What follows belongs to an exercise in optimizing a design on an open flow for small area, a short achievable clock period and few clock cycles per item; a production flow would make more cautious choices.
Only simulation tests tie the RTL to the original design; equivalence was not proved.

==> run X: inputs <==
==> flow/design.v (excerpt) <==
module tensor_polynomial_basis_eval_top (
  input  logic                                clk_i,
  input  logic                                rst_ni,
  input  logic                                item_valid_i,
  output logic                                item_ready_o,
  input  logic [tpbe_pkg::CMD_W-1:0]          item_command_i,
  input  logic signed [tpbe_pkg::COORD_W-1:0] item_coord_a_i,
  input  logic signed [tpbe_pkg::COORD_W-1:0] item_coord_b_i,
  output logic                                result_valid_o,
  input  logic                                result_ready_i,
  output logic signed [tpbe_pkg::VALUE_W-1:0] result_value_o,
  output logic [tpbe_pkg::TERM_W-1:0]         result_term_index_o,
  output logic                                result_last_o,
  output logic                                result_bad_setting_o,
  input  logic                                cfg_we_i,
  input  logic [tpbe_pkg::CFG_IDX_W-1:0]      cfg_idx_i,
  ...
Settings: LEC_CHECK=0, CAP_MARGIN=20, CORE_MARGIN=2, CORE_UTILIZATION=40, SETUP_SLACK_MARGIN=5, SLEW_MARGIN=20, TNS_END_PERCENT=100; clock period 12.0 ns.
run.sh (not shown) runs the stock make flow with config.mk's settings and CLKGATE_MAP_FILE= SYNTH_SCRIPT=/design/flow/synth_recipe.tcl, a recipe that flattens the netlist after the stock synthesis.
==> inputs of run C, as changes to run X <==
--- a/flow/design.v
+++ b/flow/design.v
@@ -70,33 +70,26 @@
         4'd5: if (!dm) op_at = {2'b11, OP_L2};
         default: ;
       endcase
     end
   endfunction
   logic       kind_q;
   logic [1:0] ord_q;
-  logic       bad_q;    
   always_ff @(posedge clk_i or negedge rst_ni) begin
     if (!rst_ni) begin
       kind_q <= 1'b0;
       ord_q  <= 2'd1;
-      bad_q  <= 1'b0;
     end else if (cfg_we_i) begin
-      if (cfg_idx_i[0]) begin
-        ord_q <= cfg_wdata_i;
-        bad_q <= kind_q && (cfg_wdata_i[1] == cfg_wdata_i[0]);
-      end else begin
-        kind_q <= cfg_wdata_i[0];
-        bad_q  <= cfg_wdata_i[0] && (ord_q[1] == ord_q[0]);
-      end
+      if (cfg_idx_i[0]) ord_q  <= cfg_wdata_i;
+      else              kind_q <= cfg_wdata_i[0];
     end
   end
   logic lag, bad;
   assign lag = kind_q;
-  assign bad = bad_q;
+  assign bad = kind_q && (ord_q[1] == ord_q[0]);
   logic               fv_q;
   logic [1:0]         fcmd_q;
   logic signed [15:0] za_q, zb_q;
   logic [3:0]         fstep_q;
   logic [4:0]         fop_q;     
   logic signed [15:0] fx0_q, fx1_q, fx2_q, fy0_q, fy1_q;
   logic signed [17:0] fy2_q;
@@ -107,33 +100,37 @@
   assign th_c   = op_a ? tha_q : thb_q;
   assign tlo_c  = op_a ? tloa_q : tlob_q;
   assign tlo_s0 = s0_opa_q ? tloa_q : tlob_q;
   logic               bv_q;
   logic [1:0]         bcmd_q;
   logic [1:0]         bi_q, bj_q;
   logic               blast_q;   
+  logic [3:0]         bk_q;
   logic signed [15:0] bx0_q, bx1_q, bx2_q, by0_q;
   logic signed [16:0] by1_q;
   logic signed [17:0] by2_q;
-  logic               s0_bv_q, s0_triv_q, s0_last_q;
+  logic               s0_bv_q, s0_triv_q, s0_last_q, s0_bad_q;
+  logic [3:0]         s0_k_q;
   logic signed [17:0] s0_tval_q;
   logic               s0_opv_q, s0_opa_q, s0_neg_q;
   logic [2:0]         s0_opt_q;
   logic signed [18:0] s0_a_q;
   logic signed [15:0] s0_b_q;
-  logic               s1_bv_q, s1_triv_q, s1_last_q;
+  logic               s1_bv_q, s1_triv_q, s1_last_q, s1_bad_q;
+  logic [3:0]         s1_k_q;
   logic signed [17:0] s1_tval_q;
   logic               s1_opv_q, s1_opa_q;
   logic [2:0]         s1_opt_q;
   logic [MAC_ROWS-1:0][32:0] s1_row_q;
-  logic               ov_q, olast_q, onew_q;
+  logic               ov_q, olast_q, obad_q;
   logic signed [17:0] oval_q;
   logic [3:0]         ok_q;
-  logic               sv_q, slast_q;
+  logic               sv_q, slast_q, sbad_q;
   logic signed [17:0] sval_q;
+  logic [3:0]         sk_q;
   logic adv;
   assign adv = !sv_q;
   logic [4:0]  cur_op;
   logic        op_v, op_a, dep_wait, op_go, fdone;
   logic [2:0]  op_t;
   logic        fdm;
   assign fdm    = (fcmd_q != 2'd0);
@@ -144,41 +141,39 @@
   assign dep_wait = (op_t == OP_LO || op_t == OP_HI) &&
                     ((s0_opv_q && s0_opa_q == op_a && (s0_opt_q == OP_T || s0_opt_q == OP_LO)) ||
                      (s1_opv_q && s1_opa_q == op_a && (s1_opt_q == OP_T || s1_opt_q == OP_LO)));
   assign fdone  = fv_q && !cur_op[4] && !s0_opv_q && !s1_opv_q;
   logic signed [15:0] oz;
   logic signed [18:0] zz, ad_p1, ad_p2, ad_sum;
   logic               ad_ci;
-  logic [9:0] adm_q, adm_d;
-  logic signed [15:0] oz_q, oz_d;
-  function automatic logic [9:0] ad_mode(input logic [4:0] op, input logic lag);
-    ad_mode = '0;
-    if (!op[4]) begin
-      ad_mode = lag ? 10'b0000_00001_1 : 10'b1000_10000_0;    
+  assign oz = (op_a || !cur_op[4]) ? za_q : zb_q;
+  assign zz = 19'(oz);
+  always_comb begin
+    ad_p1 = '0;
+    ad_p2 = '0;
+    ad_ci = 1'b0;
+    if (!cur_op[4]) begin
+      if (lag) begin             
+        ad_p2 = ~(zz <<< 1);
+        ad_ci = 1'b1;
+      end else begin             
+        ad_p1 = zz <<< 1;
+        ad_p2 = zz;
+      end
     end else begin
-      case (op[2:0])
-        OP_B2:   ad_mode = 10'b1000_10000_0;
-        OP_T:    ad_mode = 10'b0100_10000_0;
-        OP_D3:   ad_mode = 10'b0010_01000_1;
-        OP_L0:   ad_mode = 10'b0001_00100_0;
-        OP_L2:   ad_mode = 10'b0001_00010_0;
-        OP_L1:   ad_mode = 10'b0000_01000_1;
-        default: ad_mode = '0;
+      case (op_t)
+        OP_B2: begin ad_p1 = zz <<< 1; ad_p2 = zz; end
+        OP_T:  begin ad_p1 = zz <<< 2; ad_p2 = zz; end
+        OP_D3: begin ad_p1 = zz <<< 4; ad_p2 = ~zz; ad_ci = 1'b1; end
+        OP_L0: begin ad_p1 = zz; ad_p2 = -19'sd16384; end
+        OP_L2: begin ad_p1 = zz; ad_p2 = 19'sd16384; end
+        OP_L1: begin ad_p2 = ~zz; ad_ci = 1'b1; end
+        default: ;
       endcase
     end
-  endfunction
-  assign oz = oz_q;
-  assign zz = 19'(oz);
-  always_comb begin
-    ad_p1 = ({19{adm_q[9]}} & (zz <<< 1)) | ({19{adm_q[8]}} & (zz <<< 2)) |
-            ({19{adm_q[7]}} & (zz <<< 4)) | ({19{adm_q[6]}} & zz);
-    ad_p2 = ({19{adm_q[5]}} & zz) | ({19{adm_q[4]}} & ~zz) |
-            ({19{adm_q[3]}} & -19'sd16384) | ({19{adm_q[2]}} & 19'sd16384) |
-            ({19{adm_q[1]}} & ~(zz <<< 1));
-    ad_ci = adm_q[0];
   end
   assign ad_sum = ad_p1 + ad_p2 + 19'(ad_ci);
   logic signed [18:0] op_av;
   logic               op_neg;
   logic               zabs_lt9460, zabs_lt7328;
   assign zabs_lt9460 = (oz < 16'sd9460) && (oz > -16'sd9460);
   assign zabs_lt7328 = (oz < 16'sd7328) && (oz > -16'sd7328);
@@ -258,17 +253,14 @@
       else if (b_go)           blast_d = (bj_q != ord_q) && (bi_q == ord_q) && (bj_q + 2'd1 == ord_q);
       s0_opv_d = op_go;
       s1_opv_d = s0_opv_q;
     end
     if (sv_q)                           sv_d = !result_ready_i;
     else if (!ov_q || result_ready_i)   sv_d = 1'b0;
     else                                sv_d = s1_bv_q;
-    adm_d = ad_mode(fop_d, lag);
-    oz_d  = (fop_d[4] && !fop_d[3]) ?
-            (accept ? clamp(item_coord_b_i) : zb_q) : (accept ? clamp(item_coord_a_i) : za_q);
     rdy_d = !fv_d || (!fop_d[4] && !s0_opv_d && !s1_opv_d && (!bv_d || blast_d) && !sv_d);
   end
   function automatic logic signed [15:0] lag1_b0(input logic signed [15:0] z);
     lag1_b0 = 16'sd8192 - (z >>> 1);
   endfunction
   function automatic logic signed [15:0] lag1_b1(input logic signed [15:0] z);
     lag1_b1 = 16'sd8192 + (z >>> 1) + $signed({15'd0, z[0]});
@@ -424,15 +416,14 @@
       rdy_q    <= 1'b1;
       bv_q     <= 1'b0;
       s0_bv_q  <= 1'b0;
       s0_opv_q <= 1'b0;
       s1_bv_q  <= 1'b0;
       s1_opv_q <= 1'b0;
       ov_q     <= 1'b0;
-      onew_q   <= 1'b1;
       sv_q     <= 1'b0;
     end else begin
       fv_q  <= fv_d;
       rdy_q <= rdy_d;
       if (adv) begin
         if (xfer)             bv_q <= 1'b1;
         else if (b_go && b_last) bv_q <= 1'b0;
@@ -440,20 +431,18 @@
         s0_opv_q <= op_go;
         s1_bv_q  <= s0_bv_q;
         s1_opv_q <= s0_opv_q;
       end
       if (sv_q) begin
         if (result_ready_i) begin
           ov_q <= 1'b1;
-          onew_q <= slast_q;
           sv_q <= 1'b0;
         end
       end else if (!ov_q || result_ready_i) begin
         ov_q <= s1_bv_q;
-        if (s1_bv_q) onew_q <= s1_last_q;
       end else begin
         sv_q <= s1_bv_q;
       end
     end
   end
   always_ff @(posedge clk_i) begin
     if (item_valid_i && item_ready_o) begin
@@ -461,53 +450,57 @@
       za_q    <= clamp(item_coord_a_i);
       zb_q    <= clamp(item_coord_b_i);
       fstep_q <= '0;
     end else if (adv && op_go) begin
       fstep_q <= fstep_q + 4'd1;
     end
     fop_q   <= fop_d;
-    adm_q   <= adm_d;
-    oz_q    <= oz_d;
     blast_q <= blast_d;
     if (adv) begin
       if (xfer) begin
         bcmd_q <= fcmd_q;
         bi_q   <= '0;
         bj_q   <= '0;
+        bk_q   <= '0;
         bx0_q  <= nbx0;
         bx1_q  <= nbx1;
         bx2_q  <= nbx2;
         by0_q  <= nby0;
         by1_q  <= nby1;
         by2_q  <= nby2;
       end else if (b_go) begin
+        bk_q <= bk_q + 4'd1;
         if (bj_q == ord_q) begin
           bj_q <= '0;
           bi_q <= bi_q + 2'd1;
         end else begin
           bj_q <= bj_q + 2'd1;
         end
       end
       s0_triv_q <= triv;
       s0_tval_q <= tval;
       s0_last_q <= b_last;
+      s0_bad_q  <= bad;
+      s0_k_q    <= bk_q;
       s0_opa_q  <= op_a;
       s0_opt_q  <= op_t;
       if (b_mac && !op_go) begin
         s0_a_q   <= 19'(yv);
         s0_b_q   <= xv;
         s0_neg_q <= xv[15] ^ yv[17];
       end else begin
         s0_a_q   <= op_av;
         s0_b_q   <= oz;
         s0_neg_q <= op_neg;
       end
       s1_triv_q <= s0_triv_q;
       s1_tval_q <= s0_tval_q;
       s1_last_q <= s0_last_q;
+      s1_bad_q  <= s0_bad_q;
+      s1_k_q    <= s0_k_q;
       s1_opa_q  <= s0_opa_q;
       s1_opt_q  <= s0_opt_q;
       s1_row_q  <= mac_row;
       if (s1_opv_q) begin
         case (s1_opt_q)
           OP_B2: if (s1_opa_q) fy1_q <= mac_r[30:15]; else fx1_q <= mac_r[30:15];
           OP_D3: fy2_q <= mac_r[32:15];
@@ -527,25 +520,29 @@
           default: if (s1_opa_q) fy2_q <= 18'($signed(mac_r[30:15])); else fx2_q <= mac_r[30:15];
         endcase
       end
     end
     if (sv_q) begin
       if (result_ready_i) begin
         oval_q  <= sval_q;
-        ok_q    <= onew_q ? 4'd0 : ok_q + 4'd1;
+        ok_q    <= sk_q;
         olast_q <= slast_q;
+        obad_q  <= sbad_q;
       end
     end else if (!ov_q || result_ready_i) begin
       oval_q  <= beat_val;
-      if (s1_bv_q) ok_q <= onew_q ? 4'd0 : ok_q + 4'd1;
+      ok_q    <= s1_k_q;
       olast_q <= s1_last_q;
+      obad_q  <= s1_bad_q;
     end else begin
       sval_q  <= beat_val;
+      sk_q    <= s1_k_q;
       slast_q <= s1_last_q;
+      sbad_q  <= s1_bad_q;
     end
   end
   assign result_valid_o       = ov_q;
   assign result_value_o       = oval_q;
   assign result_term_index_o  = ok_q;
   assign result_last_o        = olast_q;
-  assign result_bad_setting_o = bad;
+  assign result_bad_setting_o = obad_q;
 endmodule
==> qor summary <==
Status: run X timing/DRC/antenna clean; run C timing/DRC/antenna clean
Die W: run X 302.8 um; run C 304.6 um
DR pass1 iterations: run X 5; run C 6
Final critical-path setup slack: run X 7.064 ns; run C 6.893 ns
FMAX: run X 202.6 MHz; run C 195.8 MHz
Post-synthesis cell count: run X 3282; run C 3249
Post-synth net total: run X 3720; run C 3688
Count of placed standard cells including taps: run X 4360; run C 4352
Amount of wire on met3 after detailed routing: run X 7734 um; run C 6753 um
Final layout net count: run X 3694; run C 3674
Worst reg2reg endpoint: run X s1_row_q[17]$_DFFE_PN_; run C s0_a_q[18]$_DFFE_PN_
Met1 global-route usage: run X 32.14%; run C 32.71%
Worst slew pin tran: run X 1.068 ns; run C 1.051 ns
XOR/XNOR share of the synthesized area: run X 2.796%; run C 2.784%
Worst setup endpoint: run X oz_q[15]$_DFF_P_; run C s0_a_q[18]$_DFFE_PN_
Fraction of cell area in non-clock buffers: run X 2.547%; run C 2.622%
Testbench counts of run X, summed over its fixed seeds: cycles 20,563, beats 18,820.
Testbench counts of run C, summed over its fixed seeds: cycles 20,563, beats 18,820.

[separate check: timing with driven ports]
In the flow no input, the clock included, has a driving cell. The finished layouts below were timed again as built, in two steps. Step 1 (the two cells are an assumption about what drives the block):
set clk [get_ports {clk_i}]
set_driving_cell -lib_cell sky130_fd_sc_hd__clkbuf_16 $clk
set_driving_cell -lib_cell sky130_fd_sc_hd__buf_2 [delete_from_list [all_inputs] $clk]
Step 2 moves the port delays by t, midway between the first and last clock arrival at a register: inputs arrive t later, outputs are due t later. That takes back most of the time a late clock gives input paths. Slacks: ideal ports / drivers / drivers and shift; pairs: ideal ports / drivers.
run	t (ns)	setup WS [ns]	latest minus earliest clock arrival (ns)	pins driven straight from the clock port
run X	0.696	7.064 / 7.096 / 6.401	0.021 / 0.021	1
run C	0.676	6.893 / 6.893 / 6.893	0.018 / 0.018	1
After both steps every run listed still meets setup and hold. For run X, which loses most, drivers alone change the setup slack by +0.032 ns; drivers and shift together by -0.663 ns.
